This design comes from an exercise in tuning for a short achievable clock period and few clock cycles on the open sky130 flow, not from production work.
The RTL was checked by simulation tests, not by an equivalence proof against the original design.
No activity file was given, so power comes from the tool's default toggle rates.

===== flow/flow/run.sh =====
#!/bin/bash
# The standard layout, with timing repair aimed below the clock period
# (a setup margin), so that the achieved period shrinks.
set -uo pipefail
bash standard.sh SETUP_SLACK_MARGIN=11 finish > layout.log 2>&1

===== flow/standard.sh =====
#!/bin/bash
# synth_recipe.tcl (not shown) runs the flow's synth.tcl, then flattens the netlist and writes it again
# the make line also repeats each setting of config.mk as NAME=value (left out here)
make -C /OpenROAD-flow-scripts/flow DESIGN_CONFIG=/design/flow/config.mk WORK_HOME=/design/flow/orfs CLKGATE_MAP_FILE= SYNTH_SCRIPT=/design/flow/synth_recipe.tcl "${@:-finish}"

===== flow/config.mk =====
export PLATFORM = sky130hd
export DESIGN_NAME = tinyCore
export DESIGN_NICKNAME = tinyCore
export VERILOG_FILES = /design/flow/design.v
export SDC_FILE = /design/flow/constraint.sdc
export NUM_CORES = 4
export LEC_CHECK = 0
export CAP_MARGIN = 20
export CORE_MARGIN = 2
export CORE_UTILIZATION = 30
export SLEW_MARGIN = 20

===== flow/constraint.sdc =====
create_clock -name core_clock -period 16.0 [get_ports {clk}]
set_input_delay 3.2000 -clock core_clock [delete_from_list [all_inputs] [get_ports {clk}]]
set_output_delay 3.2000 -clock core_clock [all_outputs]
set_load 0.01 [all_outputs]

===== flow/design.v =====
`timescale 1ns/1ps
package coreTypes;
    typedef logic [31:0] wordT;         
    typedef logic [3:0]  regIndexT;     
    localparam regIndexT pcIndex = 4'd15;   
    localparam logic [3:0] opOr     = 4'd0;
    localparam logic [3:0] opAnd    = 4'd1;
    localparam logic [3:0] opAdd    = 4'd2;
    localparam logic [3:0] opMul    = 4'd3;
    localparam logic [3:0] opShl    = 4'd5;
    localparam logic [3:0] opLt     = 4'd6;
    localparam logic [3:0] opEq     = 4'd7;
    localparam logic [3:0] opGt     = 4'd8;
    localparam logic [3:0] opAndNot = 4'd9;
    localparam logic [3:0] opXor    = 4'd10;
    localparam logic [3:0] opSub    = 4'd11;
    localparam logic [3:0] opXnor   = 4'd12;
    localparam logic [3:0] opShr    = 4'd13;
    localparam logic [3:0] opNe     = 4'd14;
endpackage
`timescale 1ns/1ps
`timescale 1ns/1ps
module regFile (
    input  logic        clk,
    input  logic [3:0]  readX,
    input  logic [3:0]  readY,
    input  logic [3:0]  readZ,
    output logic [31:0] valueX,
    output logic [31:0] valueY,
    output logic [31:0] valueZ,
    input  logic        writeEn,
    input  logic [3:0]  writeIdx,
    input  logic [31:0] writeData
);
    logic [31:0] store [1:14];
    assign valueX = (readX == 4'd0 || readX == 4'd15) ? 32'd0 : store[readX];
    assign valueY = (readY == 4'd0 || readY == 4'd15) ? 32'd0 : store[readY];
    assign valueZ = (readZ == 4'd0 || readZ == 4'd15) ? 32'd0 : store[readZ];
    always_ff @(posedge clk) begin
        if (writeEn && writeIdx != 4'd0 && writeIdx != 4'd15) begin
            store[writeIdx] <= writeData;
        end
    end
endmodule
`timescale 1ns/1ps
module prefixAdd (
    input  logic [31:0] a,
    input  logic [31:0] b,
    input  logic        cin,
    output logic [31:0] sum,
    output logic        cout
);
    logic [31:0] p0, g0;
    logic [31:0] p1, g1, p2, g2, p3, g3, p4, g4, p5, g5;
    assign p0 = a ^ b;
    assign g0 = (a & b);
    genvar i;
    generate
        for (i = 0; i < 32; i = i + 1) begin : lv1
            if (i == 0) begin : z
                assign g1[i] = g0[0] | (p0[0] & cin);
                assign p1[i] = 1'b0;
            end else begin : n
                assign g1[i] = g0[i] | (p0[i] & ((i == 1) ? (g0[0] | (p0[0] & cin)) : g0[i-1]));
                assign p1[i] = p0[i] & ((i == 1) ? 1'b0 : p0[i-1]);
            end
        end
        for (i = 0; i < 32; i = i + 1) begin : lv2
            if (i < 2) begin : z
                assign g2[i] = g1[i];
                assign p2[i] = p1[i];
            end else begin : n
                assign g2[i] = g1[i] | (p1[i] & g1[i-2]);
                assign p2[i] = p1[i] & p1[i-2];
            end
        end
        for (i = 0; i < 32; i = i + 1) begin : lv3
            if (i < 4) begin : z
                assign g3[i] = g2[i];
                assign p3[i] = p2[i];
            end else begin : n
                assign g3[i] = g2[i] | (p2[i] & g2[i-4]);
                assign p3[i] = p2[i] & p2[i-4];
            end
        end
        for (i = 0; i < 32; i = i + 1) begin : lv4
            if (i < 8) begin : z
                assign g4[i] = g3[i];
                assign p4[i] = p3[i];
            end else begin : n
                assign g4[i] = g3[i] | (p3[i] & g3[i-8]);
                assign p4[i] = p3[i] & p3[i-8];
            end
        end
        for (i = 0; i < 32; i = i + 1) begin : lv5
            if (i < 16) begin : z
                assign g5[i] = g4[i];
                assign p5[i] = p4[i];
            end else begin : n
                assign g5[i] = g4[i] | (p4[i] & g4[i-16]);
                assign p5[i] = p4[i] & p4[i-16];
            end
        end
    endgenerate
    assign sum  = p0 ^ {g5[30:0], cin};
    assign cout = g5[31];
endmodule
module aluExec (
    input  logic [31:0] x,
    input  logic [31:0] b,
    input  logic [31:0] ad,
    input  logic        selOr,
    input  logic        selAnd,
    input  logic        selAndNot,
    input  logic        selXor,
    input  logic        selXnor,
    input  logic        useX,        
    input  logic        bPlain,      
    input  logic        bInv,        
    input  logic        isCmp,
    input  logic        selLt,
    input  logic        selGt,
    input  logic        selEq,
    input  logic        selNe,
    input  logic [31:0] next,
    input  logic [31:0] next2,
    output logic [31:0] result,
    output logic        flag,
    output logic        differs
);
    logic [31:0] logicVal;
    logic [31:0] inA;
    logic [31:0] inB;
    logic [31:0] csaS;
    logic [31:0] csaM;
    logic [31:0] csaC;
    logic [31:0] sum;
    logic        sumCout;
    logic [31:0] cmpDiff;
    logic        noBorrow;
    logic        lt;
    logic        gt;
    logic        eq;
    logic [31:0] adM1;
    logic        adCout;
    logic [31:0] cmpVal;
    logic [31:0] need;       
    logic [31:0] carryOut;   
    logic        sumIsNext;
    assign logicVal = ({32{selOr}}     & (x | b)) |
                      ({32{selAnd}}    & (x & b)) |
                      ({32{selAndNot}} & (x & ~b)) |
                      ({32{selXor}}    & (x ^ b)) |
                      ({32{selXnor}}   & ~(x ^ b));
    assign inA  = ({32{useX}} & x) | logicVal;
    assign inB  = ({32{bPlain}} & b) | ({32{bInv}} & ~b);
    assign csaS = inA ^ inB ^ ad;
    assign csaM = (inA & inB) | (inA & ad) | (inB & ad);
    assign csaC = {csaM[30:0], bInv};
    prefixAdd uSum (.a(csaS), .b(csaC), .cin(1'b0), .sum(sum), .cout(sumCout));
    prefixAdd uCmp (.a({~x[31], x[30:0]}), .b({b[31], ~b[30:0]}), .cin(1'b1),
                    .sum(cmpDiff), .cout(noBorrow));
    assign eq = (x == b);
    assign lt = ~noBorrow;
    assign gt = noBorrow & ~eq;
    assign flag = (selLt & lt) | (selGt & gt) | (selEq & eq) | (selNe & ~eq);
    prefixAdd uDec (.a(ad), .b(32'hFFFF_FFFF), .cin(1'b0), .sum(adM1), .cout(adCout));
    assign cmpVal = flag ? adM1 : ad;
    assign result = isCmp ? cmpVal : sum;
    assign need      = csaS ^ csaC ^ next;
    assign carryOut  = ((csaS ^ csaC) & ~next) | (csaS & csaC);
    assign sumIsNext = (need[0] == 1'b0) && (need[31:1] == carryOut[30:0]);
    assign differs = isCmp ? (flag ? (ad != next2) : (ad != next)) : ~sumIsNext;
endmodule
module csaLevel #(
    parameter int N = 3
) (
    input  logic [N*32-1:0]                  in,
    output logic [(2*(N/3)+(N%3))*32-1:0]    out
);
    genvar g;
    generate
        for (g = 0; g < N / 3; g = g + 1) begin : grp
            logic [31:0] a;
            logic [31:0] b;
            logic [31:0] c;
            logic [31:0] m;
            assign a = in[(3*g)*32 +: 32];
            assign b = in[(3*g+1)*32 +: 32];
            assign c = in[(3*g+2)*32 +: 32];
            assign m = (a & b) | (a & c) | (b & c);
            assign out[(2*g)*32 +: 32]   = a ^ b ^ c;
            assign out[(2*g+1)*32 +: 32] = {m[30:0], 1'b0};
        end
        for (g = 0; g < N % 3; g = g + 1) begin : pass
            assign out[(2*(N/3)+g)*32 +: 32] = in[(3*(N/3)+g)*32 +: 32];
        end
    endgenerate
endmodule
module aluSlow (
    input  logic [31:0] x,
    input  logic [31:0] b,
    input  logic        isMul,
    input  logic        isShl,
    output logic [31:0] part0,
    output logic [31:0] part1,
    output logic [31:0] part2
);
    logic        big;
    logic [31:0] shifted;
    logic [17*32-1:0] rows;
    logic [12*32-1:0] l1;
    logic [8*32-1:0]  l2;
    logic [6*32-1:0]  l3;
    logic [4*32-1:0]  l4;
    logic [3*32-1:0]  l5;
    logic [31:0]      corr;
    assign big = |b[31:5];
    always_comb begin
        if (big)        shifted = 32'd0;
        else if (isShl) shifted = x << b[4:0];
        else            shifted = x >> b[4:0];
    end
    genvar i;
    generate
        for (i = 0; i < 16; i = i + 1) begin : booth
            logic        hi, mid, lo;
            logic        one, two, neg;
            logic [31:0] v;
            assign hi  = b[2*i+1];
            assign mid = b[2*i];
            if (i == 0) begin : first
                assign lo = 1'b0;
            end else begin : rest
                assign lo = b[2*i-1];
            end
            assign one = mid ^ lo;
            assign two = (hi & ~mid & ~lo) | (~hi & mid & lo);
            assign neg = hi & ~(mid & lo);
            assign v   = one ? x : two ? {x[30:0], 1'b0} : 32'd0;
            assign rows[i*32 +: 32] = (neg ? ~v : v) << (2 * i);
            assign corr[2*i]   = neg;
            assign corr[2*i+1] = 1'b0;
        end
    endgenerate
    assign rows[16*32 +: 32] = corr;
    csaLevel #(.N(17)) uL1 (.in(rows), .out(l1));
    csaLevel #(.N(12)) uL2 (.in(l1),   .out(l2));
    csaLevel #(.N(8))  uL3 (.in(l2),   .out(l3));
    csaLevel #(.N(6))  uL4 (.in(l3),   .out(l4));
    csaLevel #(.N(4))  uL5 (.in(l4),   .out(l5));
    assign part0 = isMul ? l5[31:0] : shifted;
    assign part1 = {32{isMul}} & l5[63:32];
    assign part2 = {32{isMul}} & l5[95:64];
endmodule
module slowSum (
    input  logic [31:0] part0,
    input  logic [31:0] part1,
    input  logic [31:0] part2,
    input  logic [31:0] ad,
    output logic [31:0] result
);
    logic [4*32-1:0] rows;
    logic [3*32-1:0] l1;
    logic [2*32-1:0] l2;
    logic            cout;
    assign rows = {ad, part2, part1, part0};
    csaLevel #(.N(4)) uL1 (.in(rows), .out(l1));
    csaLevel #(.N(3)) uL2 (.in(l1),   .out(l2));
    prefixAdd uAdd (.a(l2[31:0]), .b(l2[63:32]), .cin(1'b0), .sum(result), .cout(cout));
endmodule
`timescale 1ns/1ps
`timescale 1ns/1ps
module tinyCore (
    input  logic        clk,
    input  logic        reset_n,
    input  logic        halt,
    input  logic        trap,
    output logic [31:0] iAddr,
    input  logic [31:0] iData,
    output logic [31:0] dAddr,
    input  logic [31:0] dIn,
    output logic [31:0] dOut,
    output logic        memRw,
    output logic        strobe
);
    localparam logic [31:0] RESET_VECTOR   = 32'h0000_0000;
    localparam logic [31:0] VECTOR_BASE    = 32'h0000_0040;
    localparam logic [31:0] TRAMP_BOTTOM   = 32'h0000_00c8;
    localparam logic [31:0] TRAP_SAVE_ADDR = 32'h0000_0060;
    logic        running;
    logic [31:0] pcF;
    logic        eValid;
    logic [31:0] eX, eB, eAd, eS;
    logic [31:0] ePc1, ePc2;
    logic        eFwdS;
    logic        eSelOr, eSelAnd, eSelAndNot, eSelXor, eSelXnor;
    logic        eUseX, eBPlain, eBInv;
    logic        eSelLt, eSelGt, eSelEq, eSelNe;
    logic        eIsCmp, eIsMul, eIsShl, eSlow, eAdZero;
    logic        eLoad, eStore, eJump, eThrow, eTrap, eWrites;
    logic [3:0]  eDest;
    logic        mValid;
    logic [31:0] mR, mP0, mP1, mP2, mAd, mStoreData;
    logic        strobeQ, memRwQ;
    logic        mSlow, mLoad, mStore, mJump, mThrow, mTrap, mWrites;
    logic [3:0]  mDest;
    logic [31:0] r2;
    logic [31:0] mVal;
    logic        mHold;
    logic        redirectM;
    logic [31:0] targetM;
    slowSum uSum2 (.part0(mP0), .part1(mP1), .part2(mP2), .ad(mAd), .result(r2));
    assign mVal = mLoad ? dIn : mSlow ? r2 : mR;
    assign mHold     = mValid & ((mSlow & (mLoad | mStore)) | mThrow);
    assign redirectM = mValid & ((mJump & (mLoad | mSlow) & ~(mSlow & mLoad)) | mThrow);
    assign targetM   = mThrow ? dIn : mVal;
    assign dAddr  = mR;
    assign dOut   = mStoreData;
    assign memRw  = memRwQ;
    assign strobe = strobeQ;
    logic [31:0] x, b, ad;
    logic [31:0] fastR;
    logic [31:0] slow0, slow1, slow2;
    logic        eFlag;
    logic        differs;
    logic        taken;
    logic        redirectE;
    logic [31:0] targetE;
    assign x  = eX;
    assign b  = eB;
    assign ad = eAd;
    aluExec uAlu (
        .x      (x),
        .b      (b),
        .ad     (ad),
        .selOr     (eSelOr),
        .selAnd    (eSelAnd),
        .selAndNot (eSelAndNot),
        .selXor    (eSelXor),
        .selXnor   (eSelXnor),
        .useX      (eUseX),
        .bPlain    (eBPlain),
        .bInv      (eBInv),
        .isCmp     (eIsCmp),
        .selLt     (eSelLt),
        .selGt     (eSelGt),
        .selEq     (eSelEq),
        .selNe     (eSelNe),
        .next      (ePc1),
        .next2     (ePc2),
        .result    (fastR),
        .flag      (eFlag),
        .differs(differs)
    );
    aluSlow uSlow (
        .x       (x),
        .b       (b),
        .isMul   (eIsMul),
        .isShl   (eIsShl),
        .part0   (slow0),
        .part1   (slow1),
        .part2   (slow2)
    );
    assign taken     = eJump & ~eLoad & ~eSlow & differs;
    assign redirectE = eValid & (taken | eTrap);
    assign targetE   = eTrap ? TRAMP_BOTTOM : fastR;
    logic [31:0] ins;
    logic        dT, dK, dS, dD;
    logic [3:0]  dDest, dX, dY, dOp;
    logic [31:0] dImm;
    logic        dThrow;
    logic [31:0] pcF1;
    logic [31:0] rfX, rfY, rfZ;
    logic [31:0] vX, vY, vZ;
    logic        prodX, prodY, prodZ;
    logic        hazard;
    logic        blockIrq;
    logic        haltQ, trapQ, savedQ;
    logic        eLate;
    logic        haltTake, trapTake;
    logic        dAccept;
    logic        dStall;
    logic        dCmpJump;
    logic        steer;
    logic [31:0] pcImm;
    logic        rfWrite;
    assign ins    = iData;
    assign dT     = ins[31];
    assign dK     = ins[30];
    assign dS     = ins[29];
    assign dD     = ins[28];
    assign dDest  = ins[27:24];
    assign dX     = ins[23:20];
    assign dY     = ins[19:16];
    assign dOp    = ins[15:12];
    assign dImm   = {{20{ins[11]}}, ins[11:0]};
    assign dThrow = dT & dK;
    assign pcF1   = pcF + 32'd1;
    assign rfWrite = reset_n & mValid & ~mHold & mWrites;
    regFile uRegs (
        .clk       (clk),
        .readX     (dX),
        .readY     (dY),
        .readZ     (dDest),
        .valueX    (rfX),
        .valueY    (rfY),
        .valueZ    (rfZ),
        .writeEn   (rfWrite),
        .writeIdx  (mDest),
        .writeData (mVal)
    );
    function automatic logic [31:0] readVal(input logic [3:0] r, input logic [31:0] rf,
                                            input logic [31:0] pc1, input logic mV,
                                            input logic mW, input logic [3:0] mD,
                                            input logic [31:0] mv);
        if (r == 4'd15)                     readVal = pc1;
        else if (r == 4'd0)                 readVal = 32'd0;
        else if (mV && mW && mD == r)       readVal = mv;
        else                                readVal = rf;
    endfunction
    assign vX = readVal(dX,    rfX, pcF1, mValid, mWrites, mDest, mVal);
    assign vY = readVal(dY,    rfY, pcF1, mValid, mWrites, mDest, mVal);
    assign vZ = readVal(dDest, rfZ, pcF1, mValid, mWrites, mDest, mVal);
    assign prodX = eValid & eWrites & (eDest == dX);
    assign prodY = eValid & eWrites & (eDest == dY);
    assign prodZ = eValid & eWrites & (eDest == dDest);
    assign eLate  = eLoad | eSlow;
    assign hazard = ~dThrow & eValid & (eLoad | eSlow) & (prodX | prodY);
    assign blockIrq = savedQ | (eValid & (eJump | eThrow | eTrap)) |
                      (mValid & ((mJump & (mLoad | mSlow)) | mThrow | mTrap));
    assign haltTake = running & haltQ & ~blockIrq;
    assign trapTake = running & ~haltQ & trapQ & ~blockIrq;
    assign pcImm    = pcF1 + dImm;
    assign dCmpJump = ~dThrow & ~dS & ~dD & dK & (dDest == 4'd15) & (dY == 4'd15) &
                      (dOp == coreTypes::opAnd) & (ins[11:0] != 12'd0);
    assign steer    = dCmpJump & prodX & eIsCmp & ~eLate & eAdZero & eFlag;
    assign dStall  = mHold | (hazard & ~trapTake);
    assign dAccept = running & ~dStall & ~haltTake & ~redirectE & ~redirectM;
    assign iAddr = pcF;
    always_ff @(posedge clk) begin
        haltQ  <= halt;
        trapQ  <= trap;
        savedQ <= reset_n & mValid & mTrap;
    end
    always_ff @(posedge clk) begin
        if (!reset_n) begin
            running <= 1'b1;
            pcF     <= RESET_VECTOR;
            eValid  <= 1'b0;
            mValid  <= 1'b0;
            strobeQ <= 1'b0;
            memRwQ  <= 1'b0;
        end else begin
            if (!running || haltTake) begin
                pcF <= RESET_VECTOR;
            end else if (redirectM) begin
                pcF <= targetM;
            end else if (redirectE) begin
                pcF <= targetE;
            end else if (!dStall && !trapTake) begin
                pcF <= steer ? pcImm : pcF1;
            end
            if (haltTake) running <= 1'b0;
            else if (!running && !haltQ) running <= 1'b1;
            if (!mHold) begin
                mValid  <= eValid & ~redirectM;
                strobeQ <= eValid & ~redirectM & ~eSlow & (eStore | eLoad | eThrow);
                memRwQ  <= eValid & ~redirectM & ~eSlow & eStore;
            end else begin
                strobeQ <= 1'b1;
                memRwQ  <= mThrow | mStore;
            end
            if (redirectM) begin
                eValid <= 1'b0;
            end else if (!mHold) begin
                eValid <= dAccept;
            end
        end
    end
    always_ff @(posedge clk) begin
        if (!mHold) begin
            mR         <= fastR;
            mP0        <= slow0;
            mP1        <= slow1;
            mP2        <= slow2;
            mAd        <= ad;
            mStoreData <= eFwdS ? mVal : eS;
            mSlow      <= eSlow;
            mLoad      <= eLoad;
            mStore     <= eStore;
            mJump      <= eJump;
            mThrow     <= eThrow;
            mTrap      <= eTrap;
            mWrites    <= eWrites;
            mDest      <= eDest;
        end else if (mThrow) begin
            mR     <= TRAP_SAVE_ADDR;
            mThrow <= 1'b0;
            mStore <= 1'b1;
        end else begin
            mR    <= r2;
            mSlow <= 1'b0;
        end
    end
    always_ff @(posedge clk) begin
        if (!mHold) begin
            ePc1   <= steer ? pcImm : pcF1;
            ePc2   <= pcF + 32'd2;
            eDest  <= dDest;
            eS     <= (trapTake | dThrow) ? pcF : (prodZ & ~eLate) ? fastR : vZ;
            eFwdS  <= ~trapTake & ~dThrow & prodZ & eLate;
            if (trapTake) begin
                eX      <= 32'd0;
                eB      <= TRAP_SAVE_ADDR;
                eAd     <= 32'd0;
                eSelOr     <= 1'b1;
                eSelAnd    <= 1'b0;
                eSelAndNot <= 1'b0;
                eSelXor    <= 1'b0;
                eSelXnor   <= 1'b0;
                eUseX      <= 1'b0;
                eBPlain    <= 1'b0;
                eBInv      <= 1'b0;
                eSelLt     <= 1'b0;
                eSelGt     <= 1'b0;
                eSelEq     <= 1'b0;
                eSelNe     <= 1'b0;
                eIsCmp  <= 1'b0;
                eAdZero <= 1'b1;
                eIsMul  <= 1'b0;
                eIsShl  <= 1'b0;
                eSlow   <= 1'b0;
                eLoad   <= 1'b0;
                eStore  <= 1'b1;
                eJump   <= 1'b0;
                eThrow  <= 1'b0;
                eTrap   <= 1'b1;
                eWrites <= 1'b0;
            end else if (dThrow) begin
                eX      <= 32'd0;
                eB      <= VECTOR_BASE | {27'd0, ins[4:0]};
                eAd     <= 32'd0;
                eSelOr     <= 1'b1;
                eSelAnd    <= 1'b0;
                eSelAndNot <= 1'b0;
                eSelXor    <= 1'b0;
                eSelXnor   <= 1'b0;
                eUseX      <= 1'b0;
                eBPlain    <= 1'b0;
                eBInv      <= 1'b0;
                eSelLt     <= 1'b0;
                eSelGt     <= 1'b0;
                eSelEq     <= 1'b0;
                eSelNe     <= 1'b0;
                eIsCmp  <= 1'b0;
                eAdZero <= 1'b1;
                eIsMul  <= 1'b0;
                eIsShl  <= 1'b0;
                eSlow   <= 1'b0;
                eLoad   <= 1'b0;
                eStore  <= 1'b0;
                eJump   <= 1'b0;
                eThrow  <= 1'b1;
                eTrap   <= 1'b0;
                eWrites <= 1'b0;
            end else begin
                eX      <= prodX ? fastR : vX;
                eB      <= dK ? dImm : prodY ? fastR : vY;
                eAd     <= dK ? (prodY ? fastR : vY) : dImm;
                eSelOr     <= dOp == coreTypes::opOr;
                eSelAnd    <= dOp == coreTypes::opAnd;
                eSelAndNot <= dOp == coreTypes::opAndNot;
                eSelXor    <= dOp == coreTypes::opXor;
                eSelXnor   <= dOp == coreTypes::opXnor;
                eUseX      <= dOp == coreTypes::opAdd || dOp == coreTypes::opSub;
                eBPlain    <= dOp == coreTypes::opAdd;
                eBInv      <= dOp == coreTypes::opSub;
                eSelLt     <= dOp == coreTypes::opLt;
                eSelGt     <= dOp == coreTypes::opGt;
                eSelEq     <= dOp == coreTypes::opEq;
                eSelNe     <= dOp == coreTypes::opNe;
                eIsCmp  <= dOp == coreTypes::opLt || dOp == coreTypes::opGt ||
                           dOp == coreTypes::opEq || dOp == coreTypes::opNe;
                eIsMul  <= dOp == coreTypes::opMul;
                eIsShl  <= dOp == coreTypes::opShl;
                eSlow   <= dOp == coreTypes::opMul || dOp == coreTypes::opShl ||
                           dOp == coreTypes::opShr;
                eAdZero <= dK ? (dY == 4'd0) : (ins[11:0] == 12'd0);
                eLoad   <= ~dS & dD;
                eStore  <= dS;
                eJump   <= ~dS & (dDest == 4'd15);
                eThrow  <= 1'b0;
                eTrap   <= 1'b0;
                eWrites <= ~dS & (dDest != 4'd15) & (dDest != 4'd0);
            end
        end
    end
endmodule

==> results.json, run 1 <==
{
  "status": "complete, no violations",
  "leakage_nw": 37.1,
  "cts_root_buf": "clkbuf_16",
  "peakVddDrop_v": 0.000374,
  "combPwrFrac_pct": 65.9,
  "grt_pass1_vias": 63400,
  "tightest_slew_ns": 1.39,
  "synth_area_leader_cell": "edfxtp_1",
  "p_sw_share_pct": 47.4,
  "ys_ff_latch": 883,
  "die_h_um": 497,
  "gp_congestion": 1.08,
  "clk_latency_ns": 0.80,
  "final_hold_viol_count": 0,
  "num_rows": 180,
  "syn2layout_area_growth_pct": 32.5,
  "arrival_ns": 6.04,
  "tritoncts": "yes",
  "design.core.area_um2": 241000,
  "rsz0062_at_grt": "true",
  "ant_nets": 0,
  "port_buffers": 165,
  "dp_hpwl_um": 255000,
  "drt-initial-drc-count": 9895,
  "p_clk_share_pct": 15.4,
  "drc": 0,
  "synthDistinctLibCells": 97,
  "via_per_inst": 6.18,
  "fin_nets": 8353,
  "syn_avg_cell_area_um2": 10.2,
  "seqPwrFrac_pct": 18.7,
  "startpoint_type": "input port",
  "grt_pass1_wl_um": 523000,
  "first_pass_iters": 7,
  "cts_sinks": 883,
  "synthesis.yosys.warnings": 3,
  "h-tree-depth": 3,
  "ff2ff_setup_slack_ns": 10.75,
  "netlist_top_cells_area": "edfxtp_1 33%, fa_1 8.0%, mux4_2 7.0%",
  "cts_buffer_depth": 3,
  "relSlewSlack_pct": 6.61,
  "fmax_ghz": 0.186,
  "dieArea_um2": 247000,
  "power_density_nw_per_um2": 176,
  "yosysSeqAreaShare_pct": 35.4,
  "yosys_most_used_dff": "edfxtp_1",
  "setup_viol_count_final": 0,
  "layout_setup_ws_ns": 10.63,
  "num_vias": 67800,
  "p_int_mw": 8.96,
  "drive_above_1_share_pct": 29.4,
  "dpl_worst_slack_ns": 8.37,
  "start_util_pct": 30.2,
  "async_flop_share_pct": 0,
  "synth_commonest_cells": "810 x edfxtp_1, 552 x nand2_1, 504 x inv_1",
  "die_w_um": 497,
  "crit_type": "in2reg",
  "grt_overflow": 0,
  "antenna_found_initial": 25,
  "final_util_pct": 40.1,
  "grt_use_total_pct": 30.2,
  "synth_edf_count": 810,
  "synthCells": 7112,
  "synth_top_area_share_pct": 33.4,
  "slew_violations": 0,
  "cp-end-kind": "register",
  "min_period_ns": 5.37,
  "fin_total_pwr_mw": 17.0,
  "min_path_type": "reg2reg",
  "post-route-period-util_pct": 33.6,
  "critPathMaxFanout": 4,
  "syn_area_um2": 72900,
  "final.setup.tns_ns": 0,
  "cts_buffers": 102,
  "required_ns": 16.67,
  "power_switching_mw": 8.06,
  "clk_pin_slew_ns": 0.06,
  "fillCellCount": 22900,
  "maxCapViolCount": 0,
  "syn_nets": 7769,
  "io_pins": 166,
  "drt-total-wl_um": 395000,
  "grt_max_degree": 149,
  "synth.most_common_cell": "edfxtp_1",
  "finClkSkew_ns": 0.0791,
  "cts_hold_buf": 0,
  "wl_per_cell_um": 36.0
}
[what timing repair did]
item                                    4_1_cts  5_1_grt
gates resized for setup                     881      753
endpoints found under the setup margin      690      441
pin swaps                                   138      393
gates cloned                                 68       27
setup buffers                               284      268
[placed cells by master, fill, tap and decap left out, types with 53 or more instances in the layout]
| cell | netlist | layout |
|---|---|---|
| nor2_1 | 474 | 418 |
| ha_4 | 0 | 63 |
| clkdlybuf4s50_1 | 0 | 115 |
| buf_6 | 1 | 106 |
| a211oi_1 | 193 | 128 |
| inv_1 | 504 | 418 |
| edfxtp_1 | 810 | 810 |
| a21oi_2 | 0 | 67 |
| clkbuf_16 | 0 | 134 |
| xnor2_1 | 390 | 345 |
| ha_1 | 299 | 219 |
| buf_4 | 1 | 529 |
| a22oi_1 | 257 | 215 |
| o211ai_1 | 72 | 72 |
| nor3_1 | 75 | 58 |
| buf_12 | 0 | 106 |
| fa_1 | 290 | 243 |
| a21oi_1 | 361 | 259 |
| mux4_2 | 228 | 228 |
| mux2i_1 | 403 | 385 |
| o21ai_1 | 7 | 93 |
| o21ai_0 | 472 | 329 |
| a211oi_2 | 1 | 53 |
| xor2_1 | 161 | 150 |
| nand3_1 | 97 | 82 |
| nand2_1 | 552 | 521 |
| inv_2 | 12 | 56 |
[state kept, by name, summed over array words and instances, names as in the netlist, 4 cells and up]
| name | count |
|---|---|
| uRegs.store | 448 |
| eAd | 32 |
| eB | 32 |
| ePc1 | 32 |
| ePc2 | 32 |
| eS | 32 |
| eX | 32 |
| mAd | 32 |
| mP0 | 32 |
| mR | 32 |
| mStoreData | 32 |
| pcF | 32 |
| mP1 | 28 |
| mP2 | 8 |
| eDest | 4 |
| mDest | 4 |
[cells by family (layout without fill, tap and decap cells)]
| logic type | Yosys count | count (layout) | share of synthesized area (%) |
|---|---|---|---|
| adders and majority gates | 589 | 589 | 13.1 |
| AOI/OAI and AO/OA | 1853 | 1854 | 16.7 |
| buffers and inverters | 1078 | 1738 | 5.60 |
| xor gates and xnor gates | 551 | 551 | 6.62 |
| muxes | 693 | 693 | 13.6 |
| and+or+nand+nor | 1465 | 1470 | 8.98 |
| DFF | 883 | 883 | 35.4 |
| other | 0 | 15 | 0 |
[critical path: stages]
cell	delay, ns
buf_12	0.11
ha_4	0.16
fa_2	0.38
a21o_1	0.19
a21oi_4	0.17
o21ai_4	0.11
a21oi_4	0.23
buf_6	0.13
nor3_4	0.03
o21ai_2	0.20
o2bb2ai_4	0.16
o311ai_2	0.12
xor2_1	0.19
mux2_4	0.28
o21ba_4	0.19
o221a_1	0.19
[metrics by stage]
stage | instances | hold slack (ns) | cell area [um2]
3_3_place_gp | 10100 | 0.404 | 78900
6_report | 11000 | 0.426 | 96500
5_1_grt | 11000 | 0.450 | 96500
4_1_cts | 10700 | 0.433 | 90300
3_5_place_dp | 10100 | 0.419 | 79000
2_1_floorplan | 7112 | 0.382 | 74600
[power groups by stage]
stage | Combinational, mW | Clock [mW] | Sequential (mW)
after floorplan | 5.04 | 0 | 3.09
after global placement | 8.79 | 0 | 3.26
after detailed placement | 8.76 | 0 | 3.26
after CTS | 9.69 | 2.63 | 3.17
after global routing | 11.8 | 2.72 | 3.18
final | 11.2 | 2.62 | 3.18
[area by class of cell]
type                    instances  area (um2)  share of cell area, %
multi-input cells            5157       48400                   50.1
flip-flops and latches        883       25900                   26.8
repair buffers               1025       12300                   12.7
well taps                    3185        3990                   4.13
clock buffers                 126        2760                   2.86
inverters                     525        2220                   2.30
clock inverters                60         913                  0.946
diodes                         15        37.5                 0.0389
repair inverters                2        12.5                 0.0130
[path summary, 6_finish.rpt]
kind                  from  endpoint  cells past startpoint
setup reg to reg    eX[19]   pcF[28]                     18
hold reg to reg      haltQ   running                      1
hold / removal       haltQ   running                      1
setup / recovery  iData[0]   pcF[30]                     16
[per-layer routing]
layer | part of all wire (%) | routed length [um] | global-route usage (%) | vias to the layer above
li1 | - | - | - | 27400
met1 | 35 | 138000 | 36.5 | 33800
met2 | 44 | 173000 | 46.5 | 5159
met4 | 10 | 40900 | 23.2 | 16
met3 | 11 | 43200 | 7.36 | 1511
met5 | 0.027 | 108 | 0 | -
Testbench counts, summed over its fixed seeds: cycles 73,641.
==> run 2: changes to the inputs <==
--- a/flow/design.v
+++ b/flow/design.v
@@ -384,6 +384,8 @@
     logic        dCmpJump;
     logic        steer;
     logic [31:0] pcImm;
+    logic [12:0] pcLo;
+    logic [19:0] pcHiInc, pcHiDec;
     logic        rfWrite;
     assign ins    = iData;
     assign dT     = ins[31];
@@ -431,7 +433,12 @@
                       (mValid & ((mJump & (mLoad | mSlow)) | mThrow | mTrap));
     assign haltTake = running & haltQ & ~blockIrq;
     assign trapTake = running & ~haltQ & trapQ & ~blockIrq;
-    assign pcImm    = pcF1 + dImm;
+    assign pcLo     = {1'b0, pcF1[11:0]} + {1'b0, ins[11:0]};
+    assign pcHiInc  = pcF1[31:12] + 20'd1;
+    assign pcHiDec  = pcF1[31:12] - 20'd1;
+    assign pcImm    = {ins[11] ? (pcLo[12] ? pcF1[31:12] : pcHiDec)
+                               : (pcLo[12] ? pcHiInc : pcF1[31:12]),
+                       pcLo[11:0]};
     assign dCmpJump = ~dThrow & ~dS & ~dD & dK & (dDest == 4'd15) & (dY == 4'd15) &
                       (dOp == coreTypes::opAnd) & (ins[11:0] != 12'd0);
     assign steer    = dCmpJump & prodX & eIsCmp & ~eLate & eAdZero & eFlag;
==> results.json, run 2 <==
{
  "peakVddDrop_v": 0.000431,
  "port_buffers": 165,
  "fin_nets": 8230,
  "start_util_pct": 30.2,
  "grt_use_total_pct": 29.9,
  "fin_total_pwr_mw": 17.8,
  "finClkSkew_ns": 0.0840,
  "syn_avg_cell_area_um2": 10.3,
  "regToRegStartpoint": "eX[27]",
  "startpoint": "eX[27]",
  "h-tree-depth": 3,
  "dp_hpwl_um": 255000,
  "yosys.area_share.adder_pct": 12.7,
  "p_clk_share_pct": 14.8,
  "ff2ff_setup_slack_ns": 10.48,
  "synth.most_common_cell": "edfxtp_1",
  "synth-compound-area-share_pct": 16.7,
  "yosys_most_used_dff": "edfxtp_1",
  "largest_reg_flops": 448,
  "dieArea_um2": 248000,
  "drive_above_1_share_pct": 26.6,
  "num_vias": 68800,
  "grt_pass1_vias": 64800,
  "drc": 0,
  "combPwrFrac_pct": 67.3,
  "cts_buffer_depth": 3,
  "min_path_type": "reg2reg",
  "yosys.area_share.simple_pct": 9.87,
  "async_flop_share_pct": 0,
  "dp_cells": 10200,
  "syn2layout_area_growth_pct": 28.9,
  "top_register": "uRegs.store",
  "via_per_inst": 6.31,
  "min_period_ns": 5.52,
  "final.setup.tns_ns": 0,
  "grt_overflow": 0,
  "power_switching_mw": 8.51,
  "arrival_ns": 6.20,
  "final_util_pct": 38.9,
  "required_ns": 16.68,
  "power_density_nw_per_um2": 188,
  "gp_congestion": 1.03,
  "cts_buffers": 104,
  "grtUsageMet3_pct": 9.01,
  "synthDistinctLibCells": 107,
  "syn_nets": 7770,
  "final_common_cell": "edfxtp_1",
  "yosysSeqAreaShare_pct": 35.2,
  "status": "complete, no violations",
  "maxCapViolCount": 0,
  "first_pass_iters": 8,
  "cts_sinks": 883,
  "netlist_top_cells_area": "edfxtp_1 33%, fa_1 7.9%, mux4_2 6.9%",
  "seqPwrFrac_pct": 17.9,
  "final_hold_viol_count": 0,
  "cp-end-kind": "register",
  "crit_type": "reg2reg",
  "slew_violations": 0,
  "synth_top_area_share_pct": 33.2,
  "cp-endpoint": "pcF[16]",
  "mostFrequentLayoutCells": "810 x edfxtp_1, 463 x nand2_1, 441 x buf_4",
  "grt_max_degree": 113,
  "critPathMaxFanout": 4,
  "synth_edf_count": 810,
  "wl_per_cell_um": 35.6,
  "ant_nets": 0,
  "synthCells": 7130,
  "synth_xor_xnor_area_share_pct": 6.39,
  "clk_latency_ns": 0.81,
  "globalRouteMet1Util_pct": 35.8,
  "setup_viol_count_final": 0,
  "use_met2_pct": 44.9,
  "syn_area_um2": 73300,
  "design.core.area_um2": 243000,
  "rr_worst_depth": 18,
  "io_pins": 166,
  "die_h_um": 498,
  "post-route-period-util_pct": 34.5,
  "finalNonFillerCells": 10900,
  "synth_commonest_cells": "810 x edfxtp_1, 495 x inv_1, 493 x nand2_1",
  "cts_root_buf": "clkbuf_16",
  "startpoint_type": "register",
  "relSlewSlack_pct": 18.8,
  "synth_top_family_by_area": "compound AO/OA/AOI/OAI gates",
  "rsz0062_at_grt": "true",
  "drt-total-wl_um": 389000,
  "tightest_slew_ns": 1.18,
  "grt_pass1_wl_um": 527000,
  "drt-initial-drc-count": 10700,
  "tritoncts": "yes",
  "clk_pin_slew_ns": 0.07,
  "synth_area_leader_cell": "edfxtp_1",
  "die_w_um": 498,
  "leakage_nw": 35.9,
  "antenna_found_initial": 34,
  "fin_hold_ws_ns": 0.484,
  "regToRegEndpoint": "pcF[16]",
  "muxShareOfSynthArea_pct": 13.5,
  "p_sw_share_pct": 47.9,
  "grt.busiest_layer": "met2",
  "p_int_mw": 9.27,
  "synthesis.yosys.warnings": 3,
  "num_rows": 181,
  "fmax_ghz": 0.181,
  "ys_ff_latch": 883
}
[run 2: cell count changes in the layout (fill, tap and decap cells not counted), sizes merged, moves of 19 or more]
cell    change
buf       -106
nand2      -63
nor2       -41
a211oi     +36
nand2b     +36
nand3      +35
o21ai      -35
mux2i      +33
a21oi      -30
clkbuf     -23
nor2b      +20
o211a      -19
[run 2: what timing repair did]
| action | CTS | global route |
|---|---|---|
| hold buffers | 0 | 0 |
| setup endpoints to repair | 653 | 554 |
| pin swaps | 236 | 182 |
| gates cloned | 65 | 11 |
| resized for setup | 1080 | 353 |
| buffers inserted | 353 | 87 |
[run 2: logic make-up after synthesis]
family	Yosys count
muxes	706
xor gates and xnor gates	534
buffers and inverters	1073
AOI/OAI and AO/OA	1839
DFF	883
adders and majority gates	572
and+or+nand+nor	1523
[run 2: worst min path at each step]
stage | startpoint | end | slack (ns) | cells after the start
after global routing | eAd[25] | mAd[25] | 0.50 | 0
after floorplan | haltQ | running | 0.38 | 1
after CTS | eWrites | mWrites | 0.49 | 0
after detailed placement | eWrites | mWrites | 0.45 | 0
after global placement | eWrites | mWrites | 0.45 | 0
final | eWrites | mWrites | 0.48 | 0
[run 2: per-layer routing]
| layer | part of all wire, % | vias to the layer above |
|---|---|---|
| li1 | - | 27400 |
| met1 | 35 | 34200 |
| met2 | 43 | 5681 |
| met3 | 12 | 1552 |
| met4 | 9.9 | 18 |
| met5 | 0.036 | - |
[run 2: critical path, stage by stage, from the launching register on]
cell	delay, ns
edfxtp_1	0.59
inv_1	0.15
ha_1	0.41
mux2i_1	0.24
nand2_1	0.12
a221oi_4	0.35
fa_1	0.53
fa_1	0.40
xnor2_1	0.30
nor4_1	0.10
nand4_1	0.12
nor3_2	0.04
nand4_1	0.22
o211ai_1	0.15
a311o_2	0.51
nor3_4	0.37
buf_4	0.22
o2bb2ai_1	0.31
o221a_1	0.29
[run 2: stage by stage]
stage	cell area, um2	setup slack, ns
floorplan	74700	10.29
global placement	79200	8.60
detailed placement	79200	8.79
CTS	91900	10.53
global route	94400	10.41
finish	94400	10.48
[run 2: power groups by stage]
stage / clock network (mW) / logic [mW] / registers, mW
5_1_grt: 2.73 / 12.4 / 3.18
2_1_floorplan: 0 / 5.19 / 3.09
3_5_place_dp: 0 / 9.46 / 3.24
4_1_cts: 2.64 / 10.9 / 3.18
3_3_place_gp: 0 / 9.46 / 3.24
6_report: 2.63 / 12.0 / 3.19
[run 2: cell type report]
type,count,area [um2]
fill,23100,149000
multi-input combinational,5179,47900
sequential,883,25900
timing repair buffer,902,10600
tap,3202,4010
clock buffer,120,2710
inverter,516,2150
clock inverter,75,1010
antenna,28,70.1
timing repair inverter,4,35.0
Testbench counts of run 2, summed over its fixed seeds: cycles 73,641.
==> run 3: changes to the inputs <==
--- a/flow/design.v
+++ b/flow/design.v
@@ -129,13 +129,14 @@
     output logic        differs
 );
     logic [31:0] logicVal;
-    logic [31:0] inA;
-    logic [31:0] inB;
+    logic [31:0] bArith;
     logic [31:0] csaS;
     logic [31:0] csaM;
     logic [31:0] csaC;
-    logic [31:0] sum;
-    logic        sumCout;
+    logic [31:0] arithSum;
+    logic        arithCout;
+    logic [31:0] logicSum;
+    logic        logicCout;
     logic [31:0] cmpDiff;
     logic        noBorrow;
     logic        lt;
@@ -144,20 +145,27 @@
     logic [31:0] adM1;
     logic        adCout;
     logic [31:0] cmpVal;
-    logic [31:0] need;       
-    logic [31:0] carryOut;   
-    logic        sumIsNext;
+    logic        arithIsNext;
+    logic        logicIsNext;
+    function automatic logic sumIs(input logic [31:0] a, input logic [31:0] c,
+                                   input logic [31:0] k);
+        logic [31:0] need;
+        logic [31:0] carryOut;
+        need     = a ^ c ^ k;
+        carryOut = ((a ^ c) & ~k) | (a & c);
+        sumIs    = (need[0] == 1'b0) && (need[31:1] == carryOut[30:0]);
+    endfunction
+    assign bArith = b ^ {32{bInv}};
+    assign csaS   = x ^ bArith ^ ad;
+    assign csaM   = (x & bArith) | (x & ad) | (bArith & ad);
+    assign csaC   = {csaM[30:0], bInv};
+    prefixAdd uArith (.a(csaS), .b(csaC), .cin(1'b0), .sum(arithSum), .cout(arithCout));
     assign logicVal = ({32{selOr}}     & (x | b)) |
                       ({32{selAnd}}    & (x & b)) |
                       ({32{selAndNot}} & (x & ~b)) |
                       ({32{selXor}}    & (x ^ b)) |
                       ({32{selXnor}}   & ~(x ^ b));
-    assign inA  = ({32{useX}} & x) | logicVal;
-    assign inB  = ({32{bPlain}} & b) | ({32{bInv}} & ~b);
-    assign csaS = inA ^ inB ^ ad;
-    assign csaM = (inA & inB) | (inA & ad) | (inB & ad);
-    assign csaC = {csaM[30:0], bInv};
-    prefixAdd uSum (.a(csaS), .b(csaC), .cin(1'b0), .sum(sum), .cout(sumCout));
+    prefixAdd uLogic (.a(logicVal), .b(ad), .cin(1'b0), .sum(logicSum), .cout(logicCout));
     prefixAdd uCmp (.a({~x[31], x[30:0]}), .b({b[31], ~b[30:0]}), .cin(1'b1),
                     .sum(cmpDiff), .cout(noBorrow));
     assign eq = (x == b);
@@ -166,11 +174,11 @@
     assign flag = (selLt & lt) | (selGt & gt) | (selEq & eq) | (selNe & ~eq);
     prefixAdd uDec (.a(ad), .b(32'hFFFF_FFFF), .cin(1'b0), .sum(adM1), .cout(adCout));
     assign cmpVal = flag ? adM1 : ad;
-    assign result = isCmp ? cmpVal : sum;
-    assign need      = csaS ^ csaC ^ next;
-    assign carryOut  = ((csaS ^ csaC) & ~next) | (csaS & csaC);
-    assign sumIsNext = (need[0] == 1'b0) && (need[31:1] == carryOut[30:0]);
-    assign differs = isCmp ? (flag ? (ad != next2) : (ad != next)) : ~sumIsNext;
+    assign result = useX ? arithSum : isCmp ? cmpVal : logicSum;
+    assign arithIsNext = sumIs(csaS, csaC, next);
+    assign logicIsNext = sumIs(logicVal, ad, next);
+    assign differs = useX  ? ~arithIsNext :
+                     isCmp ? (flag ? (ad != next2) : (ad != next)) : ~logicIsNext;
 endmodule
 module csaLevel #(
     parameter int N = 3
@@ -371,6 +379,7 @@
     logic [31:0] dImm;
     logic        dThrow;
     logic [31:0] pcF1;
+    logic        pcF1Cout;
     logic [31:0] rfX, rfY, rfZ;
     logic [31:0] vX, vY, vZ;
     logic        prodX, prodY, prodZ;
@@ -386,6 +395,8 @@
     logic [31:0] pcImm;
     logic [12:0] pcLo;
     logic [19:0] pcHiInc, pcHiDec;
+    logic [31:0] pcLoSum, pcHiIncSum, pcHiDecSum;
+    logic        pcLoCout, pcHiIncCout, pcHiDecCout;
     logic        rfWrite;
     assign ins    = iData;
     assign dT     = ins[31];
@@ -398,7 +409,7 @@
     assign dOp    = ins[15:12];
     assign dImm   = {{20{ins[11]}}, ins[11:0]};
     assign dThrow = dT & dK;
-    assign pcF1   = pcF + 32'd1;
+    prefixAdd uPc1 (.a(pcF), .b(32'd0), .cin(1'b1), .sum(pcF1), .cout(pcF1Cout));
     assign rfWrite = reset_n & mValid & ~mHold & mWrites;
     regFile uRegs (
         .clk       (clk),
@@ -433,11 +444,17 @@
                       (mValid & ((mJump & (mLoad | mSlow)) | mThrow | mTrap));
     assign haltTake = running & haltQ & ~blockIrq;
     assign trapTake = running & ~haltQ & trapQ & ~blockIrq;
-    assign pcLo     = {1'b0, pcF1[11:0]} + {1'b0, ins[11:0]};
-    assign pcHiInc  = pcF1[31:12] + 20'd1;
-    assign pcHiDec  = pcF1[31:12] - 20'd1;
-    assign pcImm    = {ins[11] ? (pcLo[12] ? pcF1[31:12] : pcHiDec)
-                               : (pcLo[12] ? pcHiInc : pcF1[31:12]),
+    prefixAdd uPcLo  (.a({20'd0, pcF[11:0]}), .b({20'd0, ins[11:0]}), .cin(1'b1),
+                      .sum(pcLoSum), .cout(pcLoCout));
+    prefixAdd uPcInc (.a({12'd0, pcF[31:12]}), .b(32'd0), .cin(1'b1),
+                      .sum(pcHiIncSum), .cout(pcHiIncCout));
+    prefixAdd uPcDec (.a({12'd0, pcF[31:12]}), .b({12'd0, 20'hFFFFF}), .cin(1'b0),
+                      .sum(pcHiDecSum), .cout(pcHiDecCout));
+    assign pcLo     = pcLoSum[12:0];
+    assign pcHiInc  = pcHiIncSum[19:0];
+    assign pcHiDec  = pcHiDecSum[19:0];
+    assign pcImm    = {ins[11] ? (pcLo[12] ? pcF[31:12] : pcHiDec)
+                               : (pcLo[12] ? pcHiInc : pcF[31:12]),
                        pcLo[11:0]};
     assign dCmpJump = ~dThrow & ~dS & ~dD & dK & (dDest == 4'd15) & (dY == 4'd15) &
                       (dOp == coreTypes::opAnd) & (ins[11:0] != 12'd0);
==> results.json, run 3 <==
{
  "top_register": "uRegs.store",
  "cts_sinks": 882,
  "io_pins": 166,
  "cp-end-kind": "register",
  "ys_ff_latch": 882,
  "via_per_inst": 6.28,
  "min_path_type": "reg2reg",
  "largest_reg_flops": 448,
  "placed_area_um2": 82000,
  "grt_pass1_vias": 66700,
  "h-tree-depth": 3,
  "drc": 0,
  "power_density_nw_per_um2": 181,
  "syn_area_um2": 75800,
  "regToRegStartpoint": "eB[4]",
  "regToRegEndpoint": "mP0[31]",
  "min_period_ns": 5.59,
  "dieArea_um2": 257000,
  "grtUsageMet3_pct": 7.86,
  "max_stage_delay_ns": 0.65,
  "grt_max_degree": 91,
  "yosys_most_used_dff": "edfxtp_1",
  "startpoint_type": "input port",
  "critPathMaxFanout": 5,
  "ff2ff_setup_slack_ns": 10.65,
  "arrival_ns": 6.24,
  "final_common_cell": "edfxtp_1",
  "design.core.area_um2": 251000,
  "fmax_ghz": 0.179,
  "die_w_um": 507,
  "antenna_found_initial": 24,
  "drt-initial-drc-count": 11400,
  "finClkSkew_ns": 0.0561,
  "hp-start": "haltQ",
  "gp_congestion": 1.06,
  "clk_pin_slew_ns": 0.06,
  "yosysSeqAreaShare_pct": 34.0,
  "drt-total-wl_um": 407000,
  "fin_nets": 8553,
  "tritoncts": "yes",
  "start_util_pct": 30.2,
  "synth_commonest_cells": "809 x edfxtp_1, 585 x inv_1, 512 x nand2_1",
  "wl_per_cell_um": 36.0,
  "stdcell_area_um2": 95700,
  "relSlewSlack_pct": 9.58,
  "syn2layout_area_growth_pct": 26.3,
  "final.setup.tns_ns": 0,
  "cts_buffers": 101,
  "cts_root_buf": "clkbuf_16",
  "tightest_slew_ns": 1.35,
  "required_ns": 16.66,
  "grt_pass1_wl_um": 549000,
  "path_cells": "buf_8 > nor4b_4 > nand3_2 > nor4_4 > nand4_1 > or4_4 > and2_4 > buf_6 > nand2_4 > o311a_4 > mux2i_1 > a31oi_1 > a21oi_1",
  "die_h_um": 507,
  "num_rows": 184,
  "post-route-period-util_pct": 34.9,
  "dp_hpwl_um": 275000,
  "drive_above_1_share_pct": 24.3,
  "rr_worst_depth": 22,
  "synth_area_leader_cell": "edfxtp_1",
  "worstHoldPathCells": 1,
  "leakage_nw": 36.5,
  "peakVddDrop_v": 0.000338,
  "use_met2_pct": 46.0,
  "globalRouteMet1Util_pct": 35.9,
  "setup_viol_count_final": 0,
  "synthCells": 7414,
  "synth_top_area_share_pct": 32.1,
  "mostFrequentLayoutCells": "809 x edfxtp_1, 512 x inv_1, 489 x nand2_1",
  "clk_latency_ns": 0.77,
  "synthesis.yosys.warnings": 4,
  "slew_violations": 0,
  "cts_buffer_depth": 3,
  "netlist_top_cells_area": "edfxtp_1 32%, fa_1 8.5%, mux4_2 7.8%",
  "crit_type": "in2reg",
  "syn_avg_cell_area_um2": 10.2,
  "grt.busiest_layer": "met2",
  "startpoint": "iData[28]",
  "cp-endpoint": "pcF[18]",
  "ant_nets": 0,
  "synth_edf_count": 809,
  "cp_slowest_cell": "nor4b_4",
  "grt_overflow": 0,
  "grt_use_total_pct": 30.4,
  "first_pass_iters": 8,
  "status": "complete, no violations",
  "async_flop_share_pct": 0,
  "syn_nets": 8117,
  "rsz0062_at_grt": "true",
  "fillCellCount": 24100,
  "maxCapViolCount": 0,
  "port_buffers": 165,
  "final_hold_viol_count": 0,
  "num_vias": 71000,
  "synthDistinctLibCells": 96,
  "synth.most_common_cell": "edfxtp_1"
}
==> run 3: power by group <==
group	internal (mW)	switching [mW]
Clock	1.42	1.06
Sequential	2.92	0.234
Combinational	4.55	7.10
Total	8.89	8.39
==> run 3: timing repair <==
action                                  in CTS  in global routing
resized for setup                          813                388
pin swaps                                  177                193
endpoints found under the setup margin     756                380
gates cloned                                54                 12
hold buffers                                 0                  0
setup buffers                              282                139
==> run 3: logic make-up after synthesis <==
logic type	synth area share, %
mux	13.8
buf+inv	5.73
xor+xnor	7.40
fa+ha+maj	13.7
flops	34.0
simple gates	9.42
compound gates	16.0
==> run 3: metrics by stage <==
stage / setup WS (ns) / util, % / power (mW) / instances / hold slack [ns]
6_report: 10.41 / 38.1 / 17.3 / 11300 / 0.426
3_3_place_gp: 8.32 / 32.6 / 12.8 / 10600 / 0.402
3_5_place_dp: 8.35 / 32.7 / 12.8 / 10600 / 0.418
2_1_floorplan: 10.15 / - / 8.52 / 7414 / 0.382
4_1_cts: 10.56 / 36.8 / 16.3 / 11100 / 0.432
5_1_grt: 10.38 / 38.1 / 17.9 / 11300 / 0.440
==> run 3: area by class of cell <==
class / count / area, um2 / area share, %
well taps: 3348 / 4190 / 4.38
flip-flops and latches: 882 / 25800 / 27.0
inverters: 598 / 2500 / 2.61
repair inverters: 1 / 7.51 / 0.00785
repair buffers: 877 / 10100 / 10.5
clock inverters: 67 / 825 / 0.862
clock buffers: 117 / 2610 / 2.73
diodes: 20 / 50.0 / 0.0523
multi-input cells: 5389 / 49600 / 51.8
==> run 3: critical path, delay by kind of cell <==
kind,cells,cell delay (ns)
and+or+nand+nor,7,2.14
AOI/OAI and AO/OA,3,0.47
buffers and inverters,2,0.23
muxes,1,0.19
==> run 3: metal layers <==
| layer | wire length, um | share of wire, % |
|---|---|---|
| met1 | 138000 | 34 |
| met3 | 47400 | 12 |
| met4 | 45800 | 11 |
| met2 | 175000 | 43 |
| met5 | 213 | 0.052 |
==> run 3: worst min path at each step <==
stage	to	slack [ns]
2_1_floorplan	running	0.38
3_3_place_gp	running	0.40
3_5_place_dp	running	0.42
4_1_cts	running	0.43
5_1_grt	running	0.44
6_report	running	0.43
Testbench counts of run 3, summed over its fixed seeds: cycles 73,641.
==> run 4: changes to the inputs <==
==> flow/flow/run.sh (replaced) <==
#!/bin/bash
# The standard layout, with timing repair aimed below the clock period
# (a setup margin), so that the achieved period shrinks, and the port
# buffers made with a plain buffer cell.
set -uo pipefail
bash standard.sh SETUP_SLACK_MARGIN=11 "BUFFER_PORTS_ARGS=-buffer_cell sky130_fd_sc_hd__buf_4" finish > layout.log 2>&1
==> results.json, run 4 <==
{
  "arrival_ns": 6.19,
  "fillCellCount": 24300,
  "drc": 0,
  "grt_overflow": 0,
  "synth.most_common_cell": "edfxtp_1",
  "min_period_ns": 5.60,
  "synth_top_area_share_pct": 32.1,
  "via_per_inst": 6.19,
  "finClkSkew_ns": 0.0567,
  "cp-end-kind": "register",
  "fin_nets": 8541,
  "peakVddDrop_v": 0.000346,
  "worstHoldPathCells": 1,
  "cts_buffers": 103,
  "port_buffers": 165,
  "muxShareOfSynthArea_pct": 13.8,
  "first_pass_iters": 9,
  "clk_latency_ns": 0.79,
  "synthesis.yosys.warnings": 4,
  "slew_violations": 0,
  "final_util_pct": 37.8,
  "wl_per_cell_um": 35.5,
  "dieArea_um2": 257000,
  "status": "complete, no violations",
  "yosys_most_used_dff": "edfxtp_1",
  "yosys.area_share.simple_pct": 9.42,
  "gp_congestion": 1.08,
  "rr_worst_depth": 19,
  "io_pins": 166,
  "async_flop_share_pct": 0,
  "die_w_um": 507,
  "rsz0062_at_grt": "true",
  "regToRegStartpoint": "eBInv",
  "seqCellArea_um2": 25800,
  "startpoint": "iData[31]",
  "syn2layout_area_growth_pct": 25.3,
  "dp_hpwl_um": 278000,
  "start_util_pct": 30.2,
  "crit_type": "in2reg",
  "seqPwrFrac_pct": 18.6,
  "num_vias": 69900,
  "top_register": "uRegs.store",
  "fmax_ghz": 0.179,
  "cts_sinks": 882,
  "grt_pass1_vias": 65700,
  "synth_edf_count": 809,
  "final_common_cell": "edfxtp_1",
  "tritoncts": "yes",
  "netlist_top_cells_area": "edfxtp_1 32%, fa_1 8.5%, mux4_2 7.8%",
  "grt_use_total_pct": 30.0,
  "setup_viol_count_final": 0,
  "required_ns": 16.60,
  "power_density_nw_per_um2": 177,
  "syn_avg_cell_area_um2": 10.2,
  "synthCells": 7414,
  "cts_buffer_depth": 3,
  "mostFrequentLayoutCells": "809 x edfxtp_1, 603 x buf_4, 509 x inv_1",
  "num_rows": 184,
  "drt-total-wl_um": 401000,
  "grt_pass1_wl_um": 542000,
  "clk_pin_slew_ns": 0.06,
  "startpoint_type": "input port",
  "critPathMaxFanout": 4,
  "largest_reg_flops": 448,
  "drive_above_1_share_pct": 26.0,
  "yosysSeqAreaShare_pct": 34.0,
  "h-tree-depth": 3,
  "multi_input_area_um2": 49800,
  "synth-compound-area-share_pct": 16.0,
  "antenna_found_initial": 28,
  "p_sw_share_pct": 48.5,
  "synth_xor_xnor_area_share_pct": 7.40,
  "power_switching_mw": 8.17,
  "final_hold_viol_count": 0,
  "ant_nets": 0,
  "yosys.area_share.adder_pct": 13.7,
  "cts_root_buf": "clkbuf_16",
  "fin_hold_ws_ns": 0.422,
  "ys_ff_latch": 882,
  "maxCapViolCount": 0,
  "final.setup.tns_ns": 0,
  "die_h_um": 507,
  "design.core.area_um2": 251000,
  "placed_area_um2": 81700,
  "p_int_mw": 8.67,
  "layout_setup_ws_ns": 10.40,
  "tightest_slew_ns": 1.29,
  "cts_hold_buf": 0,
  "combPwrFrac_pct": 66.9,
  "p_clk_share_pct": 14.5,
  "leakage_nw": 36.4,
  "dpl_worst_slack_ns": 8.35,
  "stdcell_area_um2": 94900,
  "synth_area_leader_cell": "edfxtp_1",
  "drt-initial-drc-count": 11200,
  "synth_top_family_by_area": "compound AO/OA/AOI/OAI gates",
  "synth_commonest_cells": "809 x edfxtp_1, 585 x inv_1, 512 x nand2_1",
  "grt_max_degree": 96,
  "syn_area_um2": 75800,
  "relSlewSlack_pct": 13.7,
  "min_path_type": "reg2reg",
  "post-route-period-util_pct": 35.0,
  "synthDistinctLibCells": 96,
  "syn_nets": 8117,
  "hp-start": "haltQ"
}
## run 4: cell count changes in the layout (fill, tap and decap cells not counted), moves of 8 or more
cell,previous run,this run
dfxtp_1,32,66
xor2_1,183,175
fa_1,290,281
buf_6,81,91
clkdlybuf4s50_1,113,0
a22oi_1,246,238
a22oi_2,23,31
fa_2,32,41
dlygate4sd2_1,21,0
dfxtp_4,14,0
dfxtp_2,27,7
buf_8,32,18
buf_4,459,603
## run 4: power groups by stage
| stage | Clock, mW | Sequential, mW | Combinational (mW) |
|---|---|---|---|
| 2_1_floorplan | 0 | 3.09 | 5.44 |
| 3_3_place_gp | 0 | 3.22 | 9.28 |
| 3_5_place_dp | 0 | 3.22 | 9.34 |
| 4_1_cts | 2.46 | 3.12 | 10.2 |
| 5_1_grt | 2.54 | 3.13 | 11.9 |
| 6_report | 2.45 | 3.13 | 11.3 |
## run 4: layout make-up
type / instances / share of cell area [%]
antenna: 18 / 0.0474
clock buffer: 123 / 2.84
clock inverter: 69 / 0.746
inverter: 598 / 2.61
multi-input combinational: 5392 / 52.4
sequential: 882 / 27.1
tap: 3348 / 4.41
timing repair buffer: 860 / 9.78
timing repair inverter: 1 / 0.00527
## run 4: worst paths after layout
check | slack [ns] | endpoint
setup / recovery | 10.40 | pcF[2]
hold / removal | 0.42 | running
setup reg to reg | 10.45 | pcF[15]
hold reg to reg | 0.42 | running
## run 4: timing repair
action,4_1_cts,5_1_grt
buffers inserted,264,145
gates cloned,44,11
pin swaps,152,240
setup endpoints to repair,403,290
gates resized for setup,658,434
## run 4: worst max-delay path, stage by stage
cell and delay [ns]:
buf_12 0.11, nor4b_4 0.58, nand3_2 0.19, nor4_4 0.24, buf_4 0.20, nand4_1 0.09, or4_4 0.58, and2_4 0.21
buf_6 0.12, buf_6 0.13, a21oi_4 0.13, a21oi_4 0.05, nor2_1 0.10, a2bb2oi_1 0.18, a221oi_1 0.09
## run 4: cell families after synthesis
kind of cell	Yosys count
buffers and inverters	1146
XOR/XNOR	640
adder cells (fa/ha/maj)	635
multiplexers	707
flip-flops	882
AO/OA/AOI/OAI	1863
AND/OR/NAND/NOR	1541
## run 4: metal layers
layer,track usage [%],wire length (um)
met5,0.111,131
met4,24.2,41500
met3,9.83,49100
met2,44.5,171000
met1,35.4,139000
## run 4: stage by stage
stage / std cells / power (mW)
6_report: 11300 / 16.8
4_1_cts: 11100 / 15.8
3_5_place_dp: 10600 / 12.6
3_3_place_gp: 10600 / 12.5
5_1_grt: 11300 / 17.6
2_1_floorplan: 7414 / 8.52

[static timing again, ports no longer ideal]
The flow's constraints put no driver on any port. The routed layouts listed below were extracted and timed again, unchanged, in two steps.
Step 1: set_driving_cell puts a clkbuf_16 on clk and a buf_2 on each other input, an assumption about the parent block.
Step 2 moves the port delays by t, midway between the first and last clock arrival at a register: inputs arrive t later, outputs are due t later. That takes back most of the time a late clock gives input paths.
Slacks: no drivers / after step 1 / after step 2; pairs: no drivers / after step 1.
run	t (ns)	setup WS [ns]	worst slew at a driven data input, ns
run 1	0.843	10.627 / 10.663 / 9.821	0.30
run 2	0.855	10.478 / 10.478 / 9.719	0.32
run 3	0.827	10.414 / 10.360 / 9.533	0.31
run 4	0.844	10.402 / 10.355 / 9.511	0.27
After both steps every run listed still meets setup and hold. For run 4, which loses most, drivers alone change the setup slack by -0.047 ns; drivers and shift together by -0.891 ns.
